What follows belongs to an exercise in optimizing a design on an open flow for small area, a short achievable clock period and few clock cycles; a production flow would make more cautious choices.
Where RTL was checked, it was by simulation tests only, not by an equivalence proof against the original.
Only the layout flow was run in runs 2 to 5; the RTL was not checked for function there.
No activity file was given, so power comes from the tool's default toggle rates.

--- flow/design.v ---
`timescale 1ns/10ps
`default_nettype none
module core_top
(
  input  logic        clk,
  input  logic        rst,
  output logic [31:0] mem_if_addr,
  output logic        mem_if_req,
  input  logic [31:0] mem_if_rdata,
  input  logic        mem_if_ack,
  output logic [31:0] mem_data_addr,
  output logic [15:0] mem_data_wdata,
  output logic        mem_data_we,
  output logic        mem_data_req,
  input  logic [15:0] mem_data_rdata,
  input  logic        mem_data_ack,
  output logic        halted,
  output logic [31:0] current_pc
);
  localparam logic [2:0] C_NOP = 3'd0, C_ALU = 3'd1, C_MOVI = 3'd2, C_LD = 3'd3,
                         C_ST = 3'd4, C_BR = 3'd5, C_HLT = 3'd6;
  logic [31:0] fa;         
  logic        freq;       
  logic        fstop;      
  logic        z_q, v_q;
  logic [15:0] rf [16];
  logic        iv;         
  logic [2:0]  icls;
  logic [2:0]  isub;
  logic [3:0]  ird;
  logic [3:0]  irs1;
  logic [15:0] iimm;       
  logic        iov;        
  logic [15:0] opa, opb;
  logic        dreq, dwe;
  logic [15:0] daddr, dwdata;
  logic [3:0]  ldrd;
  logic        halted_q;
  function automatic logic [5:0] decode(input logic [7:0] op);
    logic [2:0] c, s;
    c = C_NOP;
    s = 3'd0;
    case (op)
      8'h01: begin c = C_ALU; s = 3'd0; end
      8'h02: begin c = C_ALU; s = 3'd1; end
      8'h03: begin c = C_ALU; s = 3'd2; end
      8'h04: begin c = C_ALU; s = 3'd3; end
      8'h05: begin c = C_ALU; s = 3'd4; end
      8'h10: c = C_MOVI;
      8'h20: c = C_LD;
      8'h21: c = C_ST;
      8'h30: begin c = C_BR; s = 3'd0; end
      8'h31: begin c = C_BR; s = 3'd1; end
      8'h32: begin c = C_BR; s = 3'd2; end
      8'h33: begin c = C_BR; s = 3'd3; end
      8'hff: c = C_HLT;
      default: ;
    endcase
    decode = {c, s};
  endfunction
  function automatic logic taken(input logic [1:0] s, input logic z, input logic v);
    case (s)
      2'd0: taken = z;
      2'd1: taken = !z;
      2'd2: taken = v;
      default: taken = 1'b1;
    endcase
  endfunction
  logic        ack;
  logic [31:0] nw;
  logic [2:0]  ncls, nsub;
  assign ack = freq && mem_if_ack;
  assign nw  = mem_if_rdata;
  assign {ncls, nsub} = decode(nw[31:24]);
  logic ldp, ldw, dfree;
  assign ldp   = dreq && !dwe;               
  assign ldw   = ldp && mem_data_ack;        
  assign dfree = !dreq || mem_data_ack;      
  logic [3:0]  ia, ib;
  logic [15:0] ra, rb;
  logic        ha, hb;
  assign ia = iv ? irs1 : nw[19:16];
  assign ib = iv ? ((icls == C_ST) ? ird : iimm[15:12]) : (nw[29] ? nw[23:20] : nw[15:12]);
  assign ra = (ldw && ldrd == ia) ? mem_data_rdata : rf[ia];
  assign rb = (ldw && ldrd == ib) ? mem_data_rdata : rf[ib];
  assign ha = ldp && !mem_data_ack && (ldrd == ia);
  assign hb = ldp && !mem_data_ack && (ldrd == ib);
  logic ineed_a, ineed_b, nneed_a, nneed_b, iok, nok;
  assign ineed_a = (icls == C_ALU);
  assign ineed_b = (icls == C_ALU) || (icls == C_ST);
  assign nneed_a = (ncls == C_ALU);
  assign nneed_b = (ncls == C_ALU) || (ncls == C_ST);
  assign iok = !(ineed_a && ha) && !(ineed_b && hb);
  assign nok = !(nneed_a && ha) && !(nneed_b && hb);
  logic [15:0] b_in, sum, alu_res;
  logic        is_sub, v_res, z_res;
  assign is_sub = (isub == 3'd1);
  assign b_in   = is_sub ? ~opb : opb;
  assign sum    = opa + b_in + {15'd0, is_sub};
  assign v_res  = (opa[15] == b_in[15]) && (sum[15] != opa[15]) && (isub[2:1] == 2'b00);
  always_comb begin
    case (isub)
      3'd2:    alu_res = opa & opb;
      3'd3:    alu_res = opa | opb;
      3'd4:    alu_res = opa ^ opb;
      default: alu_res = sum;
    endcase
  end
  assign z_res = (alu_res == 16'h0);
  logic waw, ex_alu, ex_movi, ex_ld, ex_st, ex_br, ex_hlt, idone, ifree;
  assign waw     = ldp && (ldrd == ird);
  assign ex_alu  = iv && (icls == C_ALU) && iov && !waw && !ldw;
  assign ex_movi = iv && (icls == C_MOVI) && !waw && !ldw;
  assign ex_ld   = iv && (icls == C_LD) && dfree;
  assign ex_st   = iv && (icls == C_ST) && iov && dfree;
  assign ex_br   = iv && (icls == C_BR);
  assign ex_hlt  = iv && (icls == C_HLT) && dfree;
  assign idone   = ex_alu || ex_movi || ex_ld || ex_st || ex_br;
  assign ifree   = !iv || idone;
  logic nbr_now, nmem_now, nhlt_now, nenter, nreplay, ntaken;
  assign ntaken   = taken(nsub[1:0], z_q, v_q);
  assign nbr_now  = (ncls == C_BR) && (!iv || nsub[1:0] == 2'd3);
  assign nmem_now = !iv && dfree && ((ncls == C_LD) || (ncls == C_ST && !hb));
  assign nhlt_now = !iv && dfree && (ncls == C_HLT);
  assign nenter   = ack && (ncls != C_NOP) && !nbr_now && !nmem_now && !nhlt_now;
  assign nreplay  = nenter && !ifree;
  logic fstop_n;
  always_comb begin
    fstop_n = fstop;
    if (nenter && !nreplay && (ncls == C_BR || ncls == C_HLT)) fstop_n = 1'b1;
    if (ack && nhlt_now) fstop_n = 1'b1;
    if (ex_br) fstop_n = 1'b0;
  end
  always_ff @(posedge clk) begin
    if (rst) begin
      fa       <= 32'h0;
      freq     <= 1'b1;
      fstop    <= 1'b0;
      iv       <= 1'b0;
      dreq     <= 1'b0;
      z_q      <= 1'b0;
      v_q      <= 1'b0;
      halted_q <= 1'b0;
    end else begin
      fstop <= fstop_n;
      if (ack) begin
        if (nbr_now) fa <= ntaken ? {16'h0, nw[15:0]} : fa + 32'd4;
        else if (ncls != C_BR && ncls != C_HLT && !nreplay) fa <= fa + 32'd4;
      end else if (ex_br) begin
        fa <= taken(isub[1:0], z_q, v_q) ? {16'h0, iimm} : fa + 32'd4;
      end
      if (freq && !mem_if_ack) freq <= 1'b1;
      else freq <= !fstop_n;
      if (iv && !iov && iok) iov <= 1'b1;
      if (idone) iv <= 1'b0;
      if (nenter && !nreplay) begin
        iv   <= 1'b1;
        icls <= ncls;
        isub <= nsub;
        ird  <= nw[23:20];
        irs1 <= nw[19:16];
        iimm <= nw[15:0];
        iov  <= !iv && nok;
      end
      if ((iv && !iov) || !iv) begin
        opa <= ra;
        opb <= rb;
      end
      if (ex_alu) begin
        z_q <= z_res;
        v_q <= v_res;
      end
      if (dreq && mem_data_ack) dreq <= 1'b0;
      if (ack && nmem_now) begin
        dreq   <= 1'b1;
        dwe    <= (ncls == C_ST);
        daddr  <= nw[15:0];
        dwdata <= rb;
        ldrd   <= nw[23:20];
      end else if (ex_ld || ex_st) begin
        dreq   <= 1'b1;
        dwe    <= ex_st;
        daddr  <= iimm;
        dwdata <= opb;
        ldrd   <= ird;
      end
      if (ex_hlt || (ack && nhlt_now)) halted_q <= 1'b1;
    end
  end
  always_ff @(posedge clk) begin
    if (ldw) rf[ldrd] <= mem_data_rdata;
    else if (ex_alu) rf[ird] <= alu_res;
    else if (ex_movi) rf[ird] <= iimm;
  end
  assign mem_if_addr    = fa;
  assign mem_if_req     = freq;
  assign mem_data_addr  = {16'h0, daddr};
  assign mem_data_wdata = dwdata;
  assign mem_data_we    = dwe;
  assign mem_data_req   = dreq;
  assign halted         = halted_q;
  assign current_pc     = fa;
endmodule
`default_nettype wire
--- flow/config.mk ---
export PLATFORM = sky130hd
export DESIGN_NAME = core_top
export DESIGN_NICKNAME = core_top
export VERILOG_FILES = /design/flow/design.v
export SDC_FILE = /design/flow/constraint.sdc
export NUM_CORES = 4
export LEC_CHECK = 0
export CAP_MARGIN = 20
export CORE_MARGIN = 2
export CORE_UTILIZATION = 40
export PLACE_DENSITY = 0.6
export SLEW_MARGIN = 20
--- flow/run.sh ---
#!/bin/bash
# synth_recipe.tcl (not shown) runs the flow's synth.tcl, then flattens the netlist and writes it again
# the make line also repeats each setting of config.mk as NAME=value (left out here)
make -C /OpenROAD-flow-scripts/flow DESIGN_CONFIG=/design/flow/config.mk WORK_HOME=/design/flow/orfs CLKGATE_MAP_FILE= SYNTH_SCRIPT=/design/flow/synth_recipe.tcl finish
--- flow/constraint.sdc ---
create_clock -name core_clock -period 5.5 [get_ports {clk}]
set_input_delay 1.1000 -clock core_clock [delete_from_list [all_inputs] [get_ports {clk}]]
set_output_delay 1.1000 -clock core_clock [all_outputs]
set_load 0.01 [all_outputs]
==> run notes, run 1 <==
DR pass1 iterations=5; CP arrival=4.67 ns; cell taking the most area after synthesis=edfxtp_1; post-route minimum period=4.24 ns; setup violators final=0; worst slew pin tran=1.04 ns; DRT iter0 DRCs=1238; synth unique cells=75; Syn Area/Cell=13.9 um2; Final HPWL DP=39900 um; routed len/inst=24.9 um; Slew Limit Fails=0; CTS H-tree lvls=2; placed instance count=2367; Clock Path Buffers=3; crit-path max FO=17; Max Cap Viol=0; post-synthesis sequential element count=412; routed vias=14500; post-synth top area share=50.9%; PostCTS Resize Cnt=0; placed inst area=0.0243 mm2; largest net degree at the start of global routing=66; GRT Total Usage=21.2%; fin area=0.0258 mm2; FFs w/ async S/R, synth=0%; Initial Util=40.7%; Max rail drop VDD=0.222 mV; CP Data Required Time=5.93 ns; Detail Route Antenna Nets=0; CTS clock-pin slew for the worst setup and hold paths=0.06 ns; IO Count=168; RSZ-0062 raised after global routing=no; clk_skew=0.0111 ns; Pleak=8.79 nW; Mapped Area=0.0220 mm2; number of global-route vias before repair=14300; most common cell in the synthesized netlist=edfxtp_1; total setup buffers inserted after CTS=0; setup total negative slack=0 ns; Post-synth EDFFs=373; global-route wire length before repair=90500 um; Post-synth top cells=373 x edfxtp_1, 128 x mux4_2, 101 x nor2_1, 90 x nand2_1, 87 x mux2i_1; Worst slew margin=30.8%; Synth-to-Final Area Change=17.1%; grt ovf=0; most common flop cell mapped by yosys=edfxtp_1; Peak Freq=236 MHz; Placer Congestion=0.895; remaining routing DRC violations=0; clock sinks=412; CTS tree=yes; Die H=239 um; post-synthesis sequential area ratio=54.4%; Worst-Skew Late Latency=0.60 ns; # hold bufs at CTS=0; CORE AREA=0.0541 mm2; Die ar.=0.0569 mm2; Startpoint Class=register; Die X=239 um; initial antenna violation count=1; post-route insts no fill=2454; drt via density=5.89; R2R Setup Slk=1.26 ns; status=complete, no violations; Site Rows=85; Syn. warnings=1; share of layout cells above drive strength 1=20.8%; clock root cell=clkbuf_16; fin nets=1819; DRT Wirelength=61100 um; critical path type=register to register; CP endpoint kind=register; TritonCTS buffer count=46; Power Density=294 mW/mm2; Final period util=77.1%; HP Class=register to register; Post-Syn Instances=1588; Synth area leaders=edfxtp_1 51%, mux4_2 13%, mux2i_1 4.0%; Buffers on Ports=151; final hold vios=0
## per-stage QoR
| step | power [mW] | util (%) | hold slack, ns | setup WS, ns |
|---|---|---|---|---|
| 5_1_grt | 7.85 | 47.6 | 0.576 | 0.936 |
| 3_3_place_gp | 4.54 | 44.9 | 0.513 | 0.809 |
| 6_report | 7.59 | 47.6 | 0.547 | 1.26 |
| 3_5_place_dp | 4.56 | 44.9 | 0.534 | 0.743 |
| 4_1_cts | 7.64 | 47.6 | 0.548 | 1.29 |
| 2_1_floorplan | 4.26 | - | 0.477 | 0.417 |
## path summary, 6_finish.rpt
kind	startpoint	endpoint	cells after the start
min	fstop$_SDFF_PP0_	fstop$_SDFF_PP0_	2
min reg2reg	fstop$_SDFF_PP0_	fstop$_SDFF_PP0_	2
max	isub[1]$_DFFE_PP_	rf[15][15]$_DFFE_PP_	13
max reg2reg	isub[1]$_DFFE_PP_	rf[15][15]$_DFFE_PP_	13
## metal layers
layer / GRT usage (%) / share of wire, % / up-vias / wire [um]
li1: - / - / 6349 / -
met1: 27.8 / 41 / 7466 / 25000
met2: 36.0 / 50 / 540 / 30700
met3: 3.58 / 6.1 / 107 / 3740
met4: 6.69 / 2.6 / 0 / 1620
met5: 0 / 0 / - / 0
## layout by cell type, fill, tap and decap left out, drive strengths merged, types with 9 or more instances in the layout
cell	n
a211oi	29
nor2b	18
o22ai	9
a31oi	21
nand2	90
dfxtp	39
and3	13
clkdlybuf4s50	151
mux4	128
a21oi	72
nor2	111
nand3	18
ha	47
buf	61
xnor2	57
nor4	16
mux2	45
conb	16
edfxtp	373
nor3	30
o21ai	46
nand4	9
clkinv	16
and2	25
xor2	12
clkbuf	61
mux2i	87
inv	49
## power breakdown
group | internal (mW) | switching (mW)
sequential | 3.47 | 0.0379
clock | 1.78 | 1.31
combinational | 0.447 | 0.551
total | 5.69 | 1.89
## registers in the layout, summed over array words and instances, names as in the netlist, named ones only
| register | count |
|---|---|
| z_q | 1 |
| daddr | 16 |
| opb | 16 |
| iov | 1 |
| ldrd | 4 |
| rf | 256 |
| iv | 1 |
| isub | 3 |
| dwe | 1 |
| irs1 | 4 |
| dreq | 1 |
| icls | 3 |
| fa | 32 |
| fstop | 1 |
| ird | 4 |
| halted_q | 1 |
| v_q | 1 |
| freq | 1 |
| dwdata | 16 |
| iimm | 16 |
## layout make-up
| class | instances | area, um2 |
|---|---|---|
| inverters | 46 | 173 |
| fillers | 4640 | 28300 |
| multi-input cells | 1001 | 9240 |
| clock inverters | 25 | 274 |
| well taps | 696 | 871 |
| diodes | 1 | 2.50 |
| flip-flops and latches | 412 | 12000 |
| repair buffers | 212 | 2020 |
| clock buffers | 61 | 1230 |
## cells by family after synthesis
kind of cell               Yosys count  synth area share (%)
buffers and inverters              190                  4.61
AOI/OAI and AO/OA                  236                  7.10
other                                1                0.0170
adders and majority gates           48                  2.76
and+or+nand+nor                    372                  8.83
muxes                              260                  19.5
DFF                                412                  54.4
xor gates and xnor gates            69                  2.74
## critical path: stages, from the launching register on
cell	delay (ns)
edfxtp_1	0.57
nor3b_2	0.25
buf_4	0.34
xnor2_1	0.17
ha_1	0.30
and2_1	0.17
and3_1	0.25
or3_1	0.41
a21oi_2	0.19
o21ai_1	0.16
a2111oi_0	0.46
and4b_1	0.28
o31ai_1	0.24
buf_4	0.25
Testbench counts, summed over its fixed seeds: cycles 110,225.
==> inputs of run 2 (changes only) <==
--- a/flow/design.v
+++ b/flow/design.v
@@ -27,6 +27,7 @@
   logic        iv;         
   logic [2:0]  icls;
   logic [2:0]  isub;
+  logic [4:0]  isub_oh;
   logic [3:0]  ird;
   logic [3:0]  irs1;
   logic [15:0] iimm;       
@@ -81,10 +82,10 @@
   logic        ha, hb;
   assign ia = iv ? irs1 : nw[19:16];
   assign ib = iv ? ((icls == C_ST) ? ird : iimm[15:12]) : (nw[29] ? nw[23:20] : nw[15:12]);
-  assign ra = (ldw && ldrd == ia) ? mem_data_rdata : rf[ia];
-  assign rb = (ldw && ldrd == ib) ? mem_data_rdata : rf[ib];
-  assign ha = ldp && !mem_data_ack && (ldrd == ia);
-  assign hb = ldp && !mem_data_ack && (ldrd == ib);
+  assign ra = rf[ia];
+  assign rb = rf[ib];
+  assign ha = ldp && (ldrd == ia);
+  assign hb = ldp && (ldrd == ib);
   logic ineed_a, ineed_b, nneed_a, nneed_b, iok, nok;
   assign ineed_a = (icls == C_ALU);
   assign ineed_b = (icls == C_ALU) || (icls == C_ST);
@@ -93,20 +94,18 @@
   assign iok = !(ineed_a && ha) && !(ineed_b && hb);
   assign nok = !(nneed_a && ha) && !(nneed_b && hb);
   logic [15:0] b_in, sum, alu_res;
-  logic        is_sub, v_res, z_res;
-  assign is_sub = (isub == 3'd1);
-  assign b_in   = is_sub ? ~opb : opb;
-  assign sum    = opa + b_in + {15'd0, is_sub};
-  assign v_res  = (opa[15] == b_in[15]) && (sum[15] != opa[15]) && (isub[2:1] == 2'b00);
-  always_comb begin
-    case (isub)
-      3'd2:    alu_res = opa & opb;
-      3'd3:    alu_res = opa | opb;
-      3'd4:    alu_res = opa ^ opb;
-      default: alu_res = sum;
-    endcase
-  end
-  assign z_res = (alu_res == 16'h0);
+  logic [16:0] sum17;
+  logic        is_sub, is_arith, v_res, z_res, z_arith;
+  assign is_sub   = isub_oh[1];
+  assign is_arith = isub_oh[0] | isub_oh[1];
+  assign b_in     = opb ^ {16{is_sub}};
+  assign sum17    = {opa, 1'b1} + {b_in, is_sub};
+  assign sum      = sum17[16:1];
+  assign v_res    = is_arith && (opa[15] == b_in[15]) && (sum[15] != opa[15]);
+  assign alu_res  = ({16{is_arith}} & sum) | ({16{isub_oh[2]}} & (opa & opb)) |
+                    ({16{isub_oh[3]}} & (opa | opb)) | ({16{isub_oh[4]}} & (opa ^ opb));
+  assign z_arith  = ((opa ^ b_in) == {opa[14:0] | b_in[14:0], is_sub});
+  assign z_res    = is_arith ? z_arith : (alu_res == 16'h0);
   logic waw, ex_alu, ex_movi, ex_ld, ex_st, ex_br, ex_hlt, idone, ifree;
   assign waw     = ldp && (ldrd == ird);
   assign ex_alu  = iv && (icls == C_ALU) && iov && !waw && !ldw;
@@ -151,20 +150,17 @@
       end
       if (freq && !mem_if_ack) freq <= 1'b1;
       else freq <= !fstop_n;
-      if (iv && !iov && iok) iov <= 1'b1;
+      iov <= iv ? iok : nok;
       if (idone) iv <= 1'b0;
       if (nenter && !nreplay) begin
         iv   <= 1'b1;
         icls <= ncls;
         isub <= nsub;
+        isub_oh <= 5'b1 << nsub;
         ird  <= nw[23:20];
         irs1 <= nw[19:16];
         iimm <= nw[15:0];
         iov  <= !iv && nok;
-      end
-      if ((iv && !iov) || !iv) begin
-        opa <= ra;
-        opb <= rb;
       end
       if (ex_alu) begin
         z_q <= z_res;
@@ -188,6 +184,10 @@
     end
   end
   always_ff @(posedge clk) begin
+    opa <= ra;
+    opb <= rb;
+  end
+  always_ff @(posedge clk) begin
     if (ldw) rf[ldrd] <= mem_data_rdata;
     else if (ex_alu) rf[ird] <= alu_res;
     else if (ex_movi) rf[ird] <= iimm;
--- a/flow/config.mk
+++ b/flow/config.mk
@@ -9,4 +9,5 @@
 export CORE_MARGIN = 2
 export CORE_UTILIZATION = 40
 export PLACE_DENSITY = 0.6
+export SETUP_SLACK_MARGIN = 2.0
 export SLEW_MARGIN = 20
==> run notes, run 2 <==
status=complete, no violations; Buffers on Ports=151; final hold vios=0; number of flip-flops in the largest register=256; crit path from=mem_if_rdata[13]; CTS tree=yes; cell taking the most area after synthesis=edfxtp_1; Post-synth EDFFs=328; Placer Congestion=0.882; commonest non-fill, non-tap cells in the layout=328 x edfxtp_1, 141 x clkdlybuf4s50_1, 128 x nand2_1, 96 x mux4_2, 81 x buf_4; Die ar.=0.0549 mm2; Max Cap Viol=0; Reg-to-Reg Start=isub_oh[1]$_SDFFCE_PP0P_; global-route wire length before repair=94700 um; most common cell in the synthesized netlist=edfxtp_1; Worst slew margin=32.2%; drt via density=5.99; clock sinks=399; grt ovf=0; clk_skew=0.0342 ns; Mapped Area=0.0212 mm2; crit-path max FO=33; Flop pwr share=45.1%; share of layout cells above drive strength 1=18.6%; Clock power frac=39.3%; critical path type=primary input to register; Slew Limit Fails=0; most common flop cell mapped by yosys=edfxtp_1; TritonCTS buffer count=43; antenna diode count=0; CTS H-tree lvls=2; routed len/inst=25.0 um; # hold bufs at CTS=0; setup total negative slack=0 ns; Initial Util=40.4%; Startpoint Class=primary input; DRT iter0 DRCs=1644; Most flops, register=rf; HP Class=register to register; Detail Route Antenna Nets=0; IO Count=168; P_int=5.54 mW; initial antenna violation count=2; Die H=234 um; routed vias=15500; setup violators final=0; DR pass1 iterations=5; Final period util=62.5%; CP Data Required Time=5.75 ns; post-route insts no fill=2582; Synth area leaders=edfxtp_1 46%, mux4_2 10%, dfxtp_1 6.7%; Power Density=294 mW/mm2; Final HPWL DP=45100 um; worst slew pin tran=1.02 ns; Hold Crit Start=freq$_SDFF_PP1_; post-route minimum period=3.44 ns; CP arrival=3.69 ns; switching power=1.98 mW; Syn Area/Cell=12.5 um2; Switching Fraction=26.3%; Logic pwr share=15.6%; most common cell after layout, fill and taps aside=edfxtp_1; Largest regs=rf x256, fa x32; Post-Syn Instances=1696; clock root cell=clkbuf_16; post-synth top area share=46.4%; Final Util=48.7%; CTS clock-pin slew for the worst setup and hold paths=0.06 ns; Synth-to-Final Area Change=20.6%; Site Rows=84; post-synthesis sequential area ratio=53.2%; Pleak=8.97 nW; GRT Total Usage=23.3%; Peak Freq=291 MHz; power after layout=7.53 mW; Worst-Skew Late Latency=0.59 ns; Post-synth top cells=328 x edfxtp_1, 129 x nand2_1, 96 x mux4_2, 84 x nor2_1, 83 x a21oi_1; Die X=234 um; fin nets=1974; largest net degree at the start of global routing=34; DRT Wirelength=64600 um; CP endpoint kind=register; RSZ-0062 raised after global routing=no; synth unique cells=82; Clock Path Buffers=3; number of global-route vias before repair=14700; placed instance count=2476; FFs w/ async S/R, synth=0%; remaining routing DRC violations=0; post-synthesis sequential element count=399; CORE AREA=0.0524 mm2; Syn. warnings=1; Max rail drop VDD=0.233 mV
## run 2: changes by cell type after synthesis, moves of 20 or more
cell,before,now
a31oi_1,21,46
dfxtp_1,39,71
clkbuf_1,36,68
xnor2_1,57,37
nand2_1,90,129
a21oi_1,56,83
o22ai_1,9,38
mux4_2,128,96
edfxtp_1,373,328
## run 2: through the flow
stage / hold slack [ns] / area [um2] / setup WS, ns
2_1_floorplan: 0.451 / 21300 / 1.68
3_3_place_gp: 0.470 / 23600 / 1.00
3_5_place_dp: 0.478 / 23700 / 0.833
4_1_cts: 0.488 / 25300 / 1.95
5_1_grt: 0.522 / 25600 / 1.97
6_report: 0.484 / 25600 / 2.06
## run 2: worst max-delay path, stage by stage
cell	delay [ns]
clkdlybuf4s50_1	0.58
mux2i_2	0.30
nand2_1	0.13
a21o_1	0.18
o2111ai_2	0.12
nor2_4	0.10
a2111oi_4	0.49
inv_4	0.08
a21oi_4	0.28
buf_12	0.30
## run 2: final cells by class
class,count,area (um2)
flip-flops and latches,399,11300
multi-input cells,1102,9290
fillers,4482,26900
well taps,688,861
repair buffers,249,2450
clock buffers,48,1110
inverters,64,246
clock inverters,32,334
## run 2: power groups by stage
stage / Sequential [mW] / Clock [mW] / Combinational [mW]
CTS: 3.39 / 3.01 / 1.12
finish: 3.40 / 2.96 / 1.17
floorplan: 3.43 / 0 / 0.771
global route: 3.40 / 3.11 / 1.27
global placement: 3.45 / 0 / 1.09
detailed placement: 3.46 / 0 / 1.10
## run 2: path summary, 6_finish.rpt
path              slack (ns)                   to  cells after the start
setup / recovery        2.06    ldrd[0]$_DFFE_PP_                     10
hold / removal          0.48      freq$_SDFF_PP1_                      2
setup reg to reg        2.14  rf[3][11]$_DFFE_PP_                     14
hold reg to reg         0.48      freq$_SDFF_PP1_                      2
## run 2: cells by family after synthesis
family | count (synthesis) | synth area share, %
buf+inv | 210 | 4.78
fa+ha+maj | 63 | 3.72
xor+xnor | 67 | 2.77
compound gates | 353 | 10.8
flops | 399 | 53.2
simple gates | 402 | 9.51
other cells | 1 | 0.0177
mux | 201 | 15.3
## run 2: metal layers
layer  GRT usage [%]  share of wire [%]  up-vias
li1                -                  -     6809
met1            31.3                 41     7822
met2            38.9                 48      736
met3            3.90                7.9      102
met4            6.61                2.7        0
met5               0                  0        -
## run 2: what timing repair did
item	CTS	global route
pin swaps	3	5
setup endpoints to repair	285	276
gates resized for setup	17	36
buffers inserted	7	19
endpoints found under the hold margin	0	0
==> inputs of run 3 (changes only) <==
--- a/flow/config.mk
+++ b/flow/config.mk
@@ -9,5 +9,4 @@
 export CORE_MARGIN = 2
 export CORE_UTILIZATION = 40
 export PLACE_DENSITY = 0.6
-export SETUP_SLACK_MARGIN = 2.0
 export SLEW_MARGIN = 20
==> run notes, run 3 <==
status=complete, no violations; Detail Route Antenna Nets=0; met2 usage=38.5%; Max Cap Viol=0; worst slew pin tran=0.974 ns; Clock power frac=39.1%; GRT Total Usage=23.5%; Global Route met1 Usage=32.4%; Clock Path Buffers=3; Startpoint Class=primary input; DRT Wirelength=64600 um; Logic pwr share=14.9%; Buffers on Ports=151; Mapped Area=0.0212 mm2; R2R Setup Slk=1.58 ns; PostCTS Resize Cnt=0; grt ovf=0; depth of the most critical reg-to-reg path=13; P_int=5.47 mW; TritonCTS buffer count=43; Die X=234 um; Post-synth top cells=328 x edfxtp_1, 129 x nand2_1, 96 x mux4_2, 84 x nor2_1, 83 x a21oi_1; number of flip-flops in the largest register=256; Site Rows=84; setup ws final=1.46 ns; most common cell after layout, fill and taps aside=edfxtp_1; CP Data Required Time=6.00 ns; number of global-route vias before repair=14700; Syn. warnings=1; GRT busiest layer=met2; CP endpoint kind=register; Peak Freq=248 MHz; # hold bufs at CTS=0; routed vias=15300; post-synthesis sequential area ratio=53.2%; CORE AREA=0.0524 mm2; DRT iter0 DRCs=1890; fin nets=1940; share of layout cells above drive strength 1=15.4%; Synth-to-Final Area Change=17.7%; antenna diode count=0; DR pass1 iterations=5; GRT met3 Usage=3.51%; Power Density=296 mW/mm2; setup violators final=0; remaining routing DRC violations=0; Post-synth EDFFs=328; crit-path max FO=13; Setup WS pre-CTS=0.943 ns; commonest non-fill, non-tap cells in the layout=328 x edfxtp_1, 151 x clkdlybuf4s50_1, 129 x nand2_1, 96 x mux4_2, 82 x a21oi_1; clk_skew=0.0287 ns; Final HPWL DP=43800 um; CP arrival=4.54 ns; setup total negative slack=0 ns; WHS Path Cells=2; total setup buffers inserted after CTS=0; Post-Syn Instances=1696; Syn Area/Cell=12.5 um2; RSZ-0062 raised after global routing=no; largest net degree at the start of global routing=66; Worst slew margin=35.1%; final hold vios=0; HP Class=register to register; Switching Fraction=26.0%; drt via density=6.00; Die ar.=0.0549 mm2; clock root cell=clkbuf_16; switching power=1.92 mW; Placer Congestion=0.898; post-route minimum period=4.04 ns; # fillers=4559; CTS H-tree lvls=2; most common cell in the synthesized netlist=edfxtp_1; Worst-Skew Late Latency=0.59 ns; Max rail drop VDD=0.181 mV; CTS clock-pin slew for the worst setup and hold paths=0.06 ns; Synth area leaders=edfxtp_1 46%, mux4_2 10%, dfxtp_1 6.7%; IO Count=168; global-route wire length before repair=95100 um; Largest regs=rf x256, fa x32; CTS tree=yes; Most flops, register=rf; FFs w/ async S/R, synth=0%; Flop pwr share=46.0%; Initial Util=40.4%; Final period util=73.4%; most common flop cell mapped by yosys=edfxtp_1; routed len/inst=25.4 um; post-synthesis sequential element count=399; post-synth top area share=46.4%; cell taking the most area after synthesis=edfxtp_1; synth unique cells=82; initial antenna violation count=0; critical path type=primary input to register; Slew Limit Fails=0; Pleak=8.64 nW; Die H=234 um; clock sinks=399
run 3: cell counts after synthesis:
Identical to the previous run, type by type.
run 3: per-stage QoR:
stage | total power, mW | utilization (%) | hold slack (ns) | cell area [um2] | std cells
finish | 7.39 | 47.6 | 0.482 | 24900 | 2547
global route | 7.65 | 47.6 | 0.510 | 24900 | 2547
CTS | 7.41 | 47.6 | 0.485 | 24900 | 2547
detailed placement | 4.55 | 44.9 | 0.475 | 23600 | 2468
global placement | 4.53 | 44.9 | 0.475 | 23600 | 2468
floorplan | 4.19 | - | 0.451 | 21300 | 1711
run 3: cell type report:
class                      instances  area [um2]  area share [%]
clock inverter                    23         230           0.923
timing repair buffer             215        2070            8.28
sequential                       399       11300            45.2
multi-input combinational       1102        9130            36.6
clock buffer                      56        1150            4.63
inverter                          64         240           0.963
tap                              688         861            3.45
run 3: power by group through the flow:
stage	combinational (mW)	clock (mW)	sequential, mW
floorplan	0.768	0	3.43
global placement	1.08	0	3.46
detailed placement	1.09	0	3.46
CTS	1.10	2.92	3.40
global route	1.20	3.04	3.40
finish	1.10	2.89	3.40
run 3: path summary, 6_finish.rpt:
check / start / end
hold / removal: freq$_SDFF_PP1_ / freq$_SDFF_PP1_
setup reg to reg: isub_oh[1]$_SDFFCE_PP0P_ / rf[10][12]$_DFFE_PP_
setup / recovery: mem_if_rdata[29] / fa[10]$_SDFFE_PP0P_
hold reg to reg: freq$_SDFF_PP1_ / freq$_SDFF_PP1_
run 3: cells by family (layout without fill, tap and decap cells):
logic type | Yosys count | count (layout) | share of synthesized area, %
other cells | 1 | 16 | 0.0177
xor+xnor | 67 | 67 | 2.77
flops | 399 | 399 | 53.2
mux | 201 | 201 | 15.3
compound gates | 353 | 353 | 10.8
fa+ha+maj | 63 | 63 | 3.72
simple gates | 402 | 402 | 9.51
buf+inv | 210 | 358 | 4.78
run 3: critical path, stage by stage:
cell,delay (ns)
clkdlybuf4s50_1,0.55
buf_4,0.25
nor4_2,0.55
nand3_1,0.19
o211ai_2,0.29
nor3b_2,0.11
nor3b_2,0.69
nand2_1,0.35
a211o_1,0.33
a21oi_1,0.12
run 3: layer usage:
metal / vias up / part of all wire, %
met5: - / 0
met3: 90 / 8.0
met1: 7746 / 42
met4: 0 / 2.5
met2: 714 / 48
li1: 6726 / -
==> inputs of run 4 (changes only) <==
--- a/flow/design.v
+++ b/flow/design.v
@@ -119,7 +119,7 @@
   logic nbr_now, nmem_now, nhlt_now, nenter, nreplay, ntaken;
   assign ntaken   = taken(nsub[1:0], z_q, v_q);
   assign nbr_now  = (ncls == C_BR) && (!iv || nsub[1:0] == 2'd3);
-  assign nmem_now = !iv && dfree && ((ncls == C_LD) || (ncls == C_ST && !hb));
+  assign nmem_now = !iv && dfree && ((ncls == C_LD) || (ncls == C_ST && !(ldp && ldrd == nw[23:20])));
   assign nhlt_now = !iv && dfree && (ncls == C_HLT);
   assign nenter   = ack && (ncls != C_NOP) && !nbr_now && !nmem_now && !nhlt_now;
   assign nreplay  = nenter && !ifree;
--- a/flow/config.mk
+++ b/flow/config.mk
@@ -9,4 +9,5 @@
 export CORE_MARGIN = 2
 export CORE_UTILIZATION = 40
 export PLACE_DENSITY = 0.6
+export SETUP_SLACK_MARGIN = 2.6
 export SLEW_MARGIN = 20
==> run notes, run 4 <==
final hold vios=0; CP endpoint kind=register; Max Cap Viol=0; Critical-path top delay cell=a2111o_1; Post-synth top cells=328 x edfxtp_1, 140 x nand2_1, 96 x mux4_2, 90 x nor2_1, 71 x dfxtp_1; Synth area leaders=edfxtp_1 46%, mux4_2 10%, dfxtp_1 6.6%; Initial Util=40.3%; Detail Route Antenna Nets=0; crit path from=isub_oh[1]$_SDFFCE_PP0P_; Largest regs=rf x256, fa x32; cell taking the most area after synthesis=edfxtp_1; remaining routing DRC violations=0; Post-synth EDFFs=328; largest net degree at the start of global routing=41; XOR/XNOR share of the synthesized area=3.37%; initial antenna violation count=0; largest family of logic cells by synthesized area=multiplexers; post-synthesis sequential area ratio=52.3%; setup total negative slack=0 ns; drt via density=6.05; placed inst area=0.0241 mm2; Most flops, register=rf; Site Rows=85; Die ar.=0.0557 mm2; DRT iter0 DRCs=1852; depth of the most critical reg-to-reg path=12; CTS clock-pin slew for the worst setup and hold paths=0.06 ns; area fraction in compound gates after synthesis=10.0%; FFs w/ async S/R, synth=0%; most common flop cell mapped by yosys=edfxtp_1; Syn. warnings=1; routed vias=16300; RSZ-0062 raised after global routing=yes; cell repeated most along the worst path=a21o_1; CORE AREA=0.0535 mm2; Max rail drop VDD=0.191 mV; CP peak stage delay=0.49 ns; Hold Crit Start=freq$_SDFF_PP1_; Slew Limit Fails=0; Final HPWL DP=44400 um; DR pass1 iterations=5; Buffers on Ports=151; TritonCTS buffer count=43; Final period util=64.6%; grt ovf=0; number of global-route vias before repair=15700; # fillers=4309; CTS H-tree lvls=2; global-route wire length before repair=102000 um; Synth-to-Final Area Change=32.4%; clock sinks=399; fin area=0.0285 mm2; IO Count=168; DRT Wirelength=72000 um; synth unique cells=77; crit path to=rf[15][9]$_DFFE_PP_; number of flip-flops in the largest register=256; critical path cell sequence=buf_6, xor2_2, inv_2, ha_4, a21o_1, a221o_1, or2_1, a31o_1, a21o_1, xor2_1, a2111o_1, a22o_4; Syn Area/Cell=12.6 um2; Power Density=277 mW/mm2; Post-Synth Simple-Gate Area=9.14%; Die H=236 um; multiplexer area fraction after synthesis=16.6%; R2R Setup Slk=1.95 ns; CP Data Required Time=5.81 ns; Pleak=10.1 nW; GRT Total Usage=24.5%; worst slew pin tran=1.08 ns; antenna diode count=0; clock root cell=clkbuf_16; setup violators final=0; Worst-Skew Late Latency=0.60 ns; Die X=236 um; routed len/inst=26.7 um; HP Class=register to register; Reg-to-Reg Start=isub_oh[1]$_SDFFCE_PP0P_; critical path type=register to register; CP arrival=3.86 ns; Post-Syn Instances=1708; status=complete, no violations; Clock Path Buffers=3; Critical R2R Capture=rf[15][9]$_DFFE_PP_; synthesized-area fraction occupied by adder cells=3.66%; share of layout cells above drive strength 1=32.9%; Placer Congestion=0.892; fin nets=2081; clk_skew=0.0210 ns; post-synthesis sequential element count=399; Worst slew margin=26.6%; Mapped Area=0.0215 mm2; post-synth top area share=45.7%; crit-path max FO=16; Peak Freq=281 MHz; Startpoint Class=register; commonest non-fill, non-tap cells in the layout=328 x edfxtp_1, 135 x clkdlybuf4s50_1, 110 x nand2_1, 96 x mux4_2, 90 x buf_4; post-route minimum period=3.55 ns; most common cell in the synthesized netlist=edfxtp_1; most common cell after layout, fill and taps aside=edfxtp_1; CTS tree=yes
[run 4: changes by cell type in the layout (fill, tap and decap cells not counted), sizes merged, moves of 14 or more]
cell and delta:
a221oi +18, a21o +18, clkdlybuf4s50 -16, clkbuf +14, mux2i -17, buf +118, a21oi -17, a31oi -18
mux2 +46
[run 4: cell families after synthesis]
logic type / after synthesis
and+or+nand+nor: 405
muxes: 229
AOI/OAI and AO/OA: 318
xor gates and xnor gates: 83
DFF: 399
adders and majority gates: 63
other: 1
buffers and inverters: 210
[run 4: worst max-delay path: cells and delay by family, from the launching register on]
family                     cells  cell delay, ns
DFF                            1            0.39
and+or+nand+nor                1            0.27
AOI/OAI and AO/OA              6            1.76
xor gates and xnor gates       2            0.39
adders and majority gates      1            0.22
buffers and inverters          2            0.23
[run 4: how the worst min path moves through the flow]
stage	to	slack, ns	cells past startpoint
6_report	freq$_SDFF_PP1_	0.49	2
2_1_floorplan	v_q$_SDFFE_PP0P_	0.48	2
4_1_cts	freq$_SDFF_PP1_	0.49	2
3_5_place_dp	freq$_SDFF_PP1_	0.47	2
5_1_grt	freq$_SDFF_PP1_	0.53	2
3_3_place_gp	freq$_SDFF_PP1_	0.46	2
[run 4: cell type report]
type	count	area (um2)	share of cell area (%)
sequential	399	11300	39.5
timing repair buffer	336	3880	13.6
multi-input combinational	1120	10900	38.1
inverter	66	248	0.868
clock buffer	56	1130	3.98
tap	696	871	3.05
clock inverter	24	248	0.868
[run 4: metrics by stage]
step	worst slack [ns]	util, %	hold slack (ns)	power, mW	instances
floorplan	2.07	-	0.484	4.29	1723
global placement	0.915	45.0	0.460	4.65	2464
detailed placement	0.904	45.0	0.468	4.67	2464
CTS	1.98	50.7	0.489	7.73	2637
global route	1.91	53.3	0.525	8.17	2697
finish	1.95	53.3	0.489	7.91	2697
[run 4: where the power goes]
part / switching [mW] / internal (mW)
clock network: 1.25 / 1.66
registers: 0.0852 / 3.31
logic: 0.845 / 0.770
total: 2.18 / 5.74
[run 4: per-layer routing]
layer | vias to the layer above | GRT usage (%) | wire length, um
li1 | 6992 | - | -
met1 | 8299 | 31.9 | 28300
met2 | 844 | 40.4 | 34000
met3 | 182 | 4.33 | 6250
met4 | 0 | 10.7 | 3320
met5 | - | 0 | 0
[run 4: timing repair]
action,4_1_cts,5_1_grt
buffers inserted,84,47
endpoints found under the hold margin,0,0
cloned,9,13
endpoints found under the setup margin,691,570
hold buffers,0,0
pin swaps,50,76
gates resized for setup,140,187
==> inputs of run 5 (changes only) <==
--- a/flow/config.mk
+++ b/flow/config.mk
@@ -9,5 +9,5 @@
 export CORE_MARGIN = 2
 export CORE_UTILIZATION = 40
 export PLACE_DENSITY = 0.6
-export SETUP_SLACK_MARGIN = 2.6
+export SETUP_SLACK_MARGIN = 3.0
 export SLEW_MARGIN = 20
==> run notes, run 5 <==
status=complete, no violations; CP peak stage delay=0.61 ns; initial antenna violation count=3; GRT Total Usage=27.3%; CP arrival=3.79 ns; DR pass1 iterations=5; Most flops, register=rf; worst slew pin tran=0.872 ns; critical path type=register to register; number of flip-flops in the largest register=256; Worst slew margin=41.7%; R2R Setup Slk=1.99 ns; Reg-to-Reg Start=opb[1]$_DFF_P_; most common cell in the synthesized netlist=edfxtp_1; HP Class=register to register; number of global-route vias before repair=16900; post-route minimum period=3.51 ns; Sequential Area=0.0113 mm2; share of layout cells above drive strength 1=44.7%; largest net degree at the start of global routing=34; hold endpoint=fa[28]$_SDFFE_PP0P_; Clock Path Buffers=3; IO Count=168; WHS Path Cells=2; commonest non-fill, non-tap cells in the layout=328 x edfxtp_1, 151 x buf_4, 101 x nand2_1, 100 x dlygate4sd2_1, 96 x mux4_2; Peak Freq=285 MHz; CTS tree=yes; clock sinks=399; CP endpoint kind=register; depth of the most critical reg-to-reg path=13; DRT Wirelength=82500 um; Synth-to-Final Area Change=46.7%; CTS clock-pin slew for the worst setup and hold paths=0.06 ns; Post-synth top cells=328 x edfxtp_1, 140 x nand2_1, 96 x mux4_2, 90 x nor2_1, 71 x dfxtp_1; Hold Crit Start=fa[28]$_SDFFE_PP0P_; CORE AREA=0.0535 mm2; CTS H-tree lvls=2; clock root cell=clkbuf_16; Pleak=11.8 nW; Final HPWL DP=44600 um; met3 WL=7520 um; Final period util=63.9%; grt ovf=0; Synth area leaders=edfxtp_1 46%, mux4_2 10%, dfxtp_1 6.6%; area of the multi-input gates=0.0118 mm2; Placer Congestion=0.875; global-route wire length before repair=113000 um; post-synthesis sequential element count=399; FFs w/ async S/R, synth=0%; post-synthesis sequential area ratio=52.3%; DRT iter0 DRCs=2034; CP Data Required Time=5.78 ns; Buffers on Ports=151; most common cell after layout, fill and taps aside=edfxtp_1; Final Util=59.1%; RSZ-0062 raised after global routing=yes; Initial Util=40.3%; TritonCTS buffer count=44; Die ar.=0.0557 mm2; routed vias=17800; synth unique cells=77; crit-path max FO=8; setup violators final=0; Syn Area/Cell=12.6 um2; Mapped Area=0.0215 mm2; cell taking the most area after synthesis=edfxtp_1; Die X=236 um; setup total negative slack=0 ns; Detail Route Antenna Nets=0; Largest regs=rf x256, fa x32; # fillers=3967; Worst-Skew Late Latency=0.59 ns; Critical-path top delay cell=dfxtp_1; Startpoint Class=register; most common flop cell mapped by yosys=edfxtp_1; Syn. warnings=1; drt via density=6.24; Max rail drop VDD=0.230 mV; Post-Syn Instances=1708; final hold vios=0; post-synth top area share=45.7%; Slew Limit Fails=0; fin nets=2231; remaining routing DRC violations=0; Die H=236 um; Power Density=261 mW/mm2; Site Rows=85; Hold WS=0.494 ns; critical path cell sequence=xor2_4, inv_2, ha_4, and3_4, a221o_1, buf_6, o2111ai_4, a21oi_2, nor2_4, buf_12, mux2i_4, nor3_4, a221o_2; met2 WL post-DR=39100 um; routed len/inst=29.0 um; clk_skew=0.0247 ns; Critical R2R Capture=rf[12][15]$_DFFE_PP_; uppermost layer routed=met4; wire length on met1=30800 um; Max Cap Viol=0; Post-synth EDFFs=328
-- run 5: layout make-up --
type / instances / share of cell area (%)
clock buffers: 67 / 4.05
repair buffers: 484 / 18.6
well taps: 696 / 2.76
diodes: 1 / 0.00792
inverters: 66 / 0.788
multi-input cells: 1121 / 37.3
clock inverters: 14 / 0.614
flip-flops and latches: 399 / 35.8
-- run 5: critical path, delay by kind of cell, from the launching register on --
kind	cells	cell delay, ns
AO/OA/AOI/OAI	4	1.15
multiplexers	1	0.26
adder cells (fa/ha/maj)	1	0.27
AND/OR/NAND/NOR	3	0.37
flip-flops	1	0.61
buffers and inverters	3	0.35
XOR/XNOR	1	0.20
-- run 5: how the worst max path moves through the flow --
stage,startpoint,endpoint,slack (ns)
final,opb[1]$_DFF_P_,rf[12][15]$_DFFE_PP_,1.99
after global routing,isub_oh[1]$_SDFFCE_PP0P_,rf[0][15]$_DFFE_PP_,1.94
after CTS,isub_oh[1]$_SDFFCE_PP0P_,rf[0][9]$_DFFE_PP_,1.99
after detailed placement,mem_if_rdata[29],dwdata[12]$_DFFE_PP_,1.08
after global placement,mem_if_rdata[29],dwdata[7]$_DFFE_PP_,1.12
after floorplan,mem_if_rdata[27],daddr[0]$_DFFE_PP_,2.07
-- run 5: what timing repair did --
item,4_1_cts,5_1_grt
pin swaps,137,128
buffers inserted,169,95
gates resized for setup,496,214
setup endpoints to repair,792,690
hold buffers,0,0
cloned,31,10
-- run 5: metal layers --
layer  up-vias  track usage, %
met5         -               0
met4         0            12.3
met3       292            4.77
met2      1137            45.2
met1      9029            35.1
li1       7304               -
-- run 5: kinds of logic (layout without fill, tap and decap cells) --
| group | count (synthesis) | count (layout) | share of synthesized area (%) |
|---|---|---|---|
| xor gates and xnor gates | 83 | 83 | 3.37 |
| AOI/OAI and AO/OA | 318 | 322 | 10.0 |
| adders and majority gates | 63 | 63 | 3.66 |
| and+or+nand+nor | 405 | 408 | 9.14 |
| muxes | 229 | 229 | 16.6 |
| DFF | 399 | 399 | 52.3 |
| other | 1 | 17 | 0.0174 |
| buffers and inverters | 210 | 631 | 4.88 |
-- run 5: per-stage QoR --
stage / total power, mW / cell area (um2) / cells / setup slack [ns]
2_1_floorplan: 4.32 / 22600 / 1723 / 2.07
3_3_place_gp: 4.67 / 24300 / 2461 / 1.12
3_5_place_dp: 4.68 / 24300 / 2461 / 1.08
4_1_cts: 7.98 / 29500 / 2742 / 1.99
5_1_grt: 8.50 / 31600 / 2848 / 1.94
6_report: 8.25 / 31600 / 2848 / 1.99
-- run 5: report_power, final --
| part | switching [mW] | internal [mW] | leakage (nW) |
|---|---|---|---|
| registers | 0.0870 | 3.31 | 3.53 |
| clock network | 1.25 | 1.80 | 0.718 |
| logic | 0.930 | 0.870 | 7.58 |
==> inputs of run 6 (changes only) <==
--- a/flow/design.v
+++ b/flow/design.v
@@ -154,31 +154,27 @@
       if (idone) iv <= 1'b0;
       if (nenter && !nreplay) begin
         iv   <= 1'b1;
+        iov  <= !iv && nok;
+      end
+      if (!iv || (idone && ack)) begin
         icls <= ncls;
         isub <= nsub;
         isub_oh <= 5'b1 << nsub;
         ird  <= nw[23:20];
         irs1 <= nw[19:16];
         iimm <= nw[15:0];
-        iov  <= !iv && nok;
       end
       if (ex_alu) begin
         z_q <= z_res;
         v_q <= v_res;
       end
       if (dreq && mem_data_ack) dreq <= 1'b0;
-      if (ack && nmem_now) begin
-        dreq   <= 1'b1;
-        dwe    <= (ncls == C_ST);
-        daddr  <= nw[15:0];
-        dwdata <= rb;
-        ldrd   <= nw[23:20];
-      end else if (ex_ld || ex_st) begin
-        dreq   <= 1'b1;
-        dwe    <= ex_st;
-        daddr  <= iimm;
-        dwdata <= opb;
-        ldrd   <= ird;
+      if ((ack && nmem_now) || ex_ld || ex_st) dreq <= 1'b1;
+      if (dfree) begin
+        dwe    <= iv ? (icls == C_ST) : (ncls == C_ST);
+        daddr  <= iv ? iimm : nw[15:0];
+        dwdata <= iv ? opb : rb;
+        ldrd   <= iv ? ird : nw[23:20];
       end
       if (ex_hlt || (ack && nhlt_now)) halted_q <= 1'b1;
     end
--- a/flow/config.mk
+++ b/flow/config.mk
@@ -8,6 +8,7 @@
 export CAP_MARGIN = 20
 export CORE_MARGIN = 2
 export CORE_UTILIZATION = 40
+export CTS_BUF_LIST = sky130_fd_sc_hd__clkbuf_4 sky130_fd_sc_hd__clkbuf_8
 export PLACE_DENSITY = 0.6
-export SETUP_SLACK_MARGIN = 3.0
+export SETUP_SLACK_MARGIN = 2.0
 export SLEW_MARGIN = 20
==> run notes, run 6 <==
status=complete, no violations; WHS Path Cells=2; post-synthesis sequential area ratio=52.4%; depth of the most critical reg-to-reg path=7; placed instance count=2467; Buffers on Ports=151; critical path cell sequence=clkdlybuf4s15_1, nor2b_1, a211oi_1, a21oi_1, nand2_1, buf_4, o22ai_1, a221o_1, a221oi_2; Synth-to-Final Area Change=18.3%; Die ar.=0.0557 mm2; number of global-route vias before repair=15000; Pleak=8.99 nW; number of flip-flops in the largest register=256; Final period util=61.7%; CP peak stage delay=0.52 ns; routed vias=15500; Mapped Area=0.0215 mm2; routed len/inst=25.3 um; Die H=236 um; HP Class=register to register; most common cell after layout, fill and taps aside=edfxtp_1; Detail Route Antenna Nets=0; post-synth top area share=45.8%; met2 usage=38.2%; Peak Freq=295 MHz; Hold WS=0.502 ns; remaining routing DRC violations=0; fin nets=1973; Syn Area/Cell=12.6 um2; clock sinks=399; # fillers=4632; cell taking the most area after synthesis=edfxtp_1; synth unique cells=69; CP endpoint kind=register; Hold Crit Start=fa[0]$_SDFFE_PP0P_; fin area=0.0255 mm2; clk_skew=0.0451 ns; Setup WS pre-CTS=0.878 ns; Max Cap Viol=0; most common cell in the synthesized netlist=edfxtp_1; CTS tree=yes; worst slew pin tran=0.991 ns; Largest regs=rf x256, fa x32; Initial Util=40.2%; Critical-path top delay cell=clkdlybuf4s15_1; Syn. warnings=1; commonest non-fill, non-tap cells in the layout=328 x edfxtp_1, 149 x clkdlybuf4s50_1, 98 x mux2i_1, 91 x nand2_1, 83 x mux2_2; RSZ-0062 raised after global routing=yes; drt via density=5.92; R2R Setup Slk=2.16 ns; crit-path max FO=18; hold endpoint=fa[0]$_SDFFE_PP0P_; share of layout cells above drive strength 1=21.6%; Post-synth top cells=328 x edfxtp_1, 102 x mux2i_1, 91 x nand2_1, 88 x nor2_1, 83 x mux2_2; Global Route met1 Usage=30.6%; Post-Syn Instances=1710; critical path buffer and inverter count=2; # hold bufs at CTS=0; grt ovf=0; Placer Congestion=0.862; CTS clock-pin slew for the worst setup and hold paths=0.06 ns; post-route minimum period=3.39 ns; Startpoint Class=primary input; Synth area leaders=edfxtp_1 46%, mux4_2 6.7%, dfxtp_1 6.6%; placed inst area=0.0236 mm2; Worst slew margin=34.0%; Reg-to-Reg Start=icls[2]$_DFFE_PP_; CORE AREA=0.0535 mm2; setup violators final=0; final hold vios=0; post-synthesis sequential element count=399; clock root cell=clkbuf_8; critical path type=primary input to register; setup total negative slack=0 ns; most common flop cell mapped by yosys=edfxtp_1; largest net degree at the start of global routing=65; CP Data Required Time=5.83 ns; Site Rows=85; CP arrival=3.72 ns; post-route insts no fill=2611; DR pass1 iterations=8; global-route wire length before repair=97100 um; DRT Wirelength=66200 um; Max rail drop VDD=0.171 mV; FFs w/ async S/R, synth=0%; GRT met3 Usage=4.29%; Worst-Skew Late Latency=0.66 ns; GRT Total Usage=23.4%; DRT iter0 DRCs=1364; Clock Path Buffers=3; Critical R2R Capture=dwdata[0]$_DFFE_PP_; Sequential Area=0.0113 mm2; TritonCTS buffer count=70; IO Count=168; GRT busiest layer=met2; Power Density=304 mW/mm2; Slew Limit Fails=0; Final HPWL DP=44100 um; Die X=236 um; crit-path leading delay family=compound AO/OA/AOI/OAI gates; initial antenna violation count=3; Post-synth EDFFs=328; CTS H-tree lvls=3; setup ws final=2.11 ns; area of the multi-input gates=0.00947 mm2; Most flops, register=rf
==> run 6: changes by cell type after synthesis, sizes merged, moves of 8 or more <==
cell | before | now
a21o | 24 | 4
buf | 91 | 109
mux4 | 96 | 64
a22oi | 12 | 21
and2 | 29 | 21
mux2i | 63 | 102
o22ai | 27 | 44
mux2 | 70 | 86
nand2 | 142 | 91
a221o | 4 | 35
o21ai | 54 | 73
==> run 6: per-stage QoR <==
stage          utilization (%)  power, mW
2_1_floorplan                -       4.47
3_3_place_gp              44.2       4.91
3_5_place_dp              44.2       4.92
4_1_cts                   47.2       7.77
5_1_grt                   47.6       8.07
6_report                  47.6       7.75
==> run 6: worst max path at each step <==
stage / startpoint / endpoint / slack [ns] / cells past startpoint
floorplan: mem_data_ack / icls[0]$_DFFE_PP_ / 2.03 / 5
global placement: mem_data_ack / rf[11][8]$_DFFE_PP_ / 0.80 / 6
detailed placement: mem_data_ack / rf[3][0]$_DFFE_PP_ / 0.88 / 7
CTS: isub_oh[1]$_SDFFCE_PP0P_ / rf[6][8]$_DFFE_PP_ / 2.02 / 13
global route: isub_oh[1]$_SDFFCE_PP0P_ / rf[10][14]$_DFFE_PP_ / 1.88 / 14
finish: mem_if_rdata[29] / dwdata[0]$_DFFE_PP_ / 2.11 / 9
==> run 6: what timing repair did <==
action,CTS,global route
endpoints found under the setup margin,241,308
setup buffers,12,3
pin swaps,1,4
hold endpoints to repair,0,0
resized for setup,16,26
==> run 6: logic make-up (layout without fill, tap and decap cells) <==
family / Yosys count / in the layout / share of synthesized area, %
AO/OA/AOI/OAI: 351 / 351 / 11.5
buffers and inverters: 227 / 415 / 5.53
flip-flops: 399 / 399 / 52.4
AND/OR/NAND/NOR: 331 / 331 / 7.52
XOR/XNOR: 86 / 86 / 3.50
multiplexers: 252 / 252 / 15.9
adder cells (fa/ha/maj): 63 / 63 / 3.66
other: 1 / 18 / 0.0174
==> run 6: worst min-delay path: stages (launching register included) <==
cell,delay (ns)
dfxtp_1,0.32
inv_1,0.05
o21ai_0,0.07
==> run 6: where the power goes <==
part / switching, mW / internal (mW)
Clock: 1.27 / 1.55
Combinational: 0.798 / 0.631
Sequential: 0.136 / 3.36
==> run 6: area by class of cell <==
type / count / area share, %
clock buffer: 98 / 4.83
timing repair buffer: 219 / 8.41
multi-input combinational: 1099 / 37.2
sequential: 399 / 44.3
inverter: 69 / 1.02
tap: 696 / 3.42
antenna: 2 / 0.0197
clock inverter: 29 / 0.826
==> run 6: per-layer routing <==
| layer | wire length, um | vias up | part of all wire, % |
|---|---|---|---|
| li1 | - | 6799 | - |
| met1 | 27000 | 7828 | 41 |
| met2 | 32000 | 698 | 48 |
| met3 | 5000 | 138 | 7.6 |
| met4 | 2190 | 0 | 3.3 |
| met5 | 0 | - | 0 |
Testbench counts of run 6, summed over its fixed seeds: cycles 111,108.
==> inputs of run 7 (changes only) <==
--- a/flow/config.mk
+++ b/flow/config.mk
@@ -8,7 +8,6 @@
 export CAP_MARGIN = 20
 export CORE_MARGIN = 2
 export CORE_UTILIZATION = 40
-export CTS_BUF_LIST = sky130_fd_sc_hd__clkbuf_4 sky130_fd_sc_hd__clkbuf_8
 export PLACE_DENSITY = 0.6
 export SETUP_SLACK_MARGIN = 2.0
 export SLEW_MARGIN = 20
==> run notes, run 7 <==
status=complete, no violations; Global Route met1 Usage=31.1%; CTS clock-pin slew for the worst setup and hold paths=0.06 ns; DRT iter0 DRCs=1448; Placer Congestion=0.862; Site Rows=85; most common cell after layout, fill and taps aside=edfxtp_1; number of flip-flops in the largest register=256; Clock Path Buffers=3; fin area=0.0255 mm2; largest net degree at the start of global routing=65; post-synthesis sequential element count=399; critical path type=primary input to register; CORE AREA=0.0535 mm2; Hold WS=0.504 ns; # hold bufs at CTS=0; commonest non-fill, non-tap cells in the layout=328 x edfxtp_1, 148 x clkdlybuf4s50_1, 98 x mux2i_1, 91 x nand2_1, 83 x mux2_2; Post-Syn Instances=1710; Critical-path top delay cell=clkdlybuf4s50_1; TritonCTS buffer count=43; Peak Freq=292 MHz; placed instance count=2467; HP Class=register to register; crit-path max FO=18; CP Data Required Time=5.79 ns; clock sinks=399; Max Cap Viol=0; Most flops, register=rf; Slew Limit Fails=0; Mapped Area=0.0215 mm2; Final period util=62.4%; grt ovf=0; Max rail drop VDD=0.247 mV; critical path cell sequence=clkdlybuf4s50_1, nor2b_1, a211oi_1, a21oi_1, nand2_1, buf_4, o22ai_1, a221o_1, a221oi_2; crit-path leading delay family=compound AO/OA/AOI/OAI gates; Pleak=8.96 nW; Synth-to-Final Area Change=18.6%; routed len/inst=25.7 um; Die X=236 um; synth unique cells=69; drt via density=5.93; Final Util=47.7%; share of layout cells above drive strength 1=19.6%; Power Density=310 mW/mm2; DR pass1 iterations=6; routed vias=15200; met2 usage=38.5%; GRT busiest layer=met2; power after layout=7.92 mW; final hold vios=0; remaining routing DRC violations=0; Worst-Skew Late Latency=0.60 ns; global-route wire length before repair=96700 um; RSZ-0062 raised after global routing=yes; Detail Route Antenna Nets=0; post-route minimum period=3.43 ns; GRT Total Usage=23.2%; GRT met3 Usage=3.31%; Largest regs=rf x256, fa x32; placed inst area=0.0236 mm2; Buffers on Ports=151; Post-synth EDFFs=328; CP peak stage delay=0.62 ns; clk_skew=0.0201 ns; antenna diode count=0; Syn. warnings=1; worst slew pin tran=0.973 ns; post-synth top area share=45.8%; setup violators final=0; IO Count=168; Startpoint Class=primary input; critical path buffer and inverter count=2; Initial Util=40.2%; CTS tree=yes; Setup WS pre-CTS=0.878 ns; Worst slew margin=35.2%; most common cell in the synthesized netlist=edfxtp_1; setup total negative slack=0 ns; CP arrival=3.72 ns; Die H=236 um; post-route insts no fill=2566; initial antenna violation count=1; Post-synth top cells=328 x edfxtp_1, 102 x mux2i_1, 91 x nand2_1, 88 x nor2_1, 83 x mux2_2; Final HPWL DP=44100 um; setup ws final=2.07 ns; Syn Area/Cell=12.6 um2; number of global-route vias before repair=14800; most common flop cell mapped by yosys=edfxtp_1; FFs w/ async S/R, synth=0%; CTS H-tree lvls=2; post-synthesis sequential area ratio=52.4%; CP endpoint kind=register; Die ar.=0.0557 mm2; fin nets=1950; DRT Wirelength=65800 um; cell taking the most area after synthesis=edfxtp_1; clock root cell=clkbuf_16; Synth area leaders=edfxtp_1 46%, mux4_2 6.7%, dfxtp_1 6.6%; # fillers=4639
-- run 7: cell count changes in the layout (fill, tap and decap cells not counted), moves of 2 or more --
cell / previous run / this run
buf_4: 58 / 61
bufinv_16: 2 / 5
clkbuf_1: 0 / 10
clkbuf_16: 0 / 43
clkbuf_4: 19 / 0
clkbuf_8: 79 / 1
clkinv_1: 11 / 7
clkinv_16: 0 / 2
clkinv_2: 13 / 8
clkinv_4: 0 / 2
diode_2: 2 / 0
-- run 7: cell type report --
| type | instances | area, um2 | share of cell area [%] |
|---|---|---|---|
| sequential | 399 | 11300 | 44.2 |
| multi-input combinational | 1099 | 9480 | 37.1 |
| timing repair buffer | 223 | 2180 | 8.54 |
| clock buffer | 54 | 1130 | 4.42 |
| tap | 696 | 871 | 3.41 |
| clock inverter | 26 | 330 | 1.29 |
| inverter | 69 | 259 | 1.01 |
-- run 7: kinds of logic (layout without fill, tap and decap cells) --
logic type	Yosys count	after routing	share of synthesized area, %
simple gates	331	331	7.52
other cells	1	16	0.0174
xor+xnor	86	86	3.50
buf+inv	227	372	5.53
mux	252	252	15.9
compound gates	351	351	11.5
flops	399	399	52.4
fa+ha+maj	63	63	3.66
-- run 7: path summary, 6_finish.rpt --
check                                   startpoint  slack, ns                   to  cells after the start
worst max-delay path              mem_if_rdata[15]       2.07  dwdata[0]$_DFFE_PP_                      9
worst max register to register   icls[2]$_DFFE_PP_       2.17  dwdata[6]$_DFFE_PP_                      7
worst min-delay path            fa[0]$_SDFFE_PP0P_       0.50   fa[0]$_SDFFE_PP0P_                      2
worst min register to register  fa[0]$_SDFFE_PP0P_       0.50   fa[0]$_SDFFE_PP0P_                      2
-- run 7: metal layers --
metal	wire length, um	vias up
li1	-	6725
met1	27300	7725
met2	31900	650
met3	4750	115
met4	1920	0
met5	0	-
-- run 7: worst min-delay path: cells and delay by family, from the launching register on --
kind	cells	cell delay, ns
compound gates	1	0.07
buf+inv	1	0.05
flops	1	0.33
-- run 7: repair_timing --
item / 4_1_cts / 5_1_grt
setup endpoints to repair: 310 / 296
pin swaps: 2 / 4
setup buffers: 13 / 6
resized for setup: 20 / 25
endpoints found under the hold margin: 0 / 0
-- run 7: report_power, final --
| part | switching (mW) | total [mW] | internal, mW |
|---|---|---|---|
| sequential | 0.136 | 3.50 | 3.36 |
| clock | 1.27 | 2.99 | 1.72 |
| combinational | 0.801 | 1.43 | 0.632 |
| total | 2.21 | 7.92 | 5.71 |

[afterwards: timing with drivers on the ports]
In the flow no input, the clock included, has a driving cell. The finished layouts below were timed again as built, in two steps.
Step 1: set_driving_cell puts a clkbuf_16 on clk and a buf_2 on each other input, an assumption about the parent block.
Step 2 times the ports against the registers' clock, not the clock port: input delays grow and output delays shrink by t, the midpoint of the rising clock arrivals with the driver on.
Three values: ideal ports, drivers, drivers and shift; two values: the first two.
| run | shift t [ns] | slack for setup (ns) | worst setup path at the end | worst slew at a driven data input, ns |
|---|---|---|---|---|
| run 1 | 0.651 | 1.258 / 1.258 / 0.730 | input to register | 0.08 |
| run 2 | 0.630 | 2.060 / 2.093 / 1.463 | input to register | 0.06 |
| run 3 | 0.634 | 1.461 / 1.497 / 0.863 | input to register | 0.05 |
| run 4 | 0.648 | 1.947 / 1.947 / 1.888 | input to register | 0.08 |
| run 5 | 0.641 | 1.986 / 1.986 / 1.688 | input to register | 0.10 |
| run 6 | 0.707 | 2.106 / 2.144 / 1.437 | input to register | 0.06 |
| run 7 | 0.655 | 2.070 / 2.106 / 1.451 | input to register | 0.06 |
After both steps every run listed still meets setup and hold. The setup slack of run 6, which loses most, moves by +0.038 ns with the drivers and by -0.669 ns with both steps.
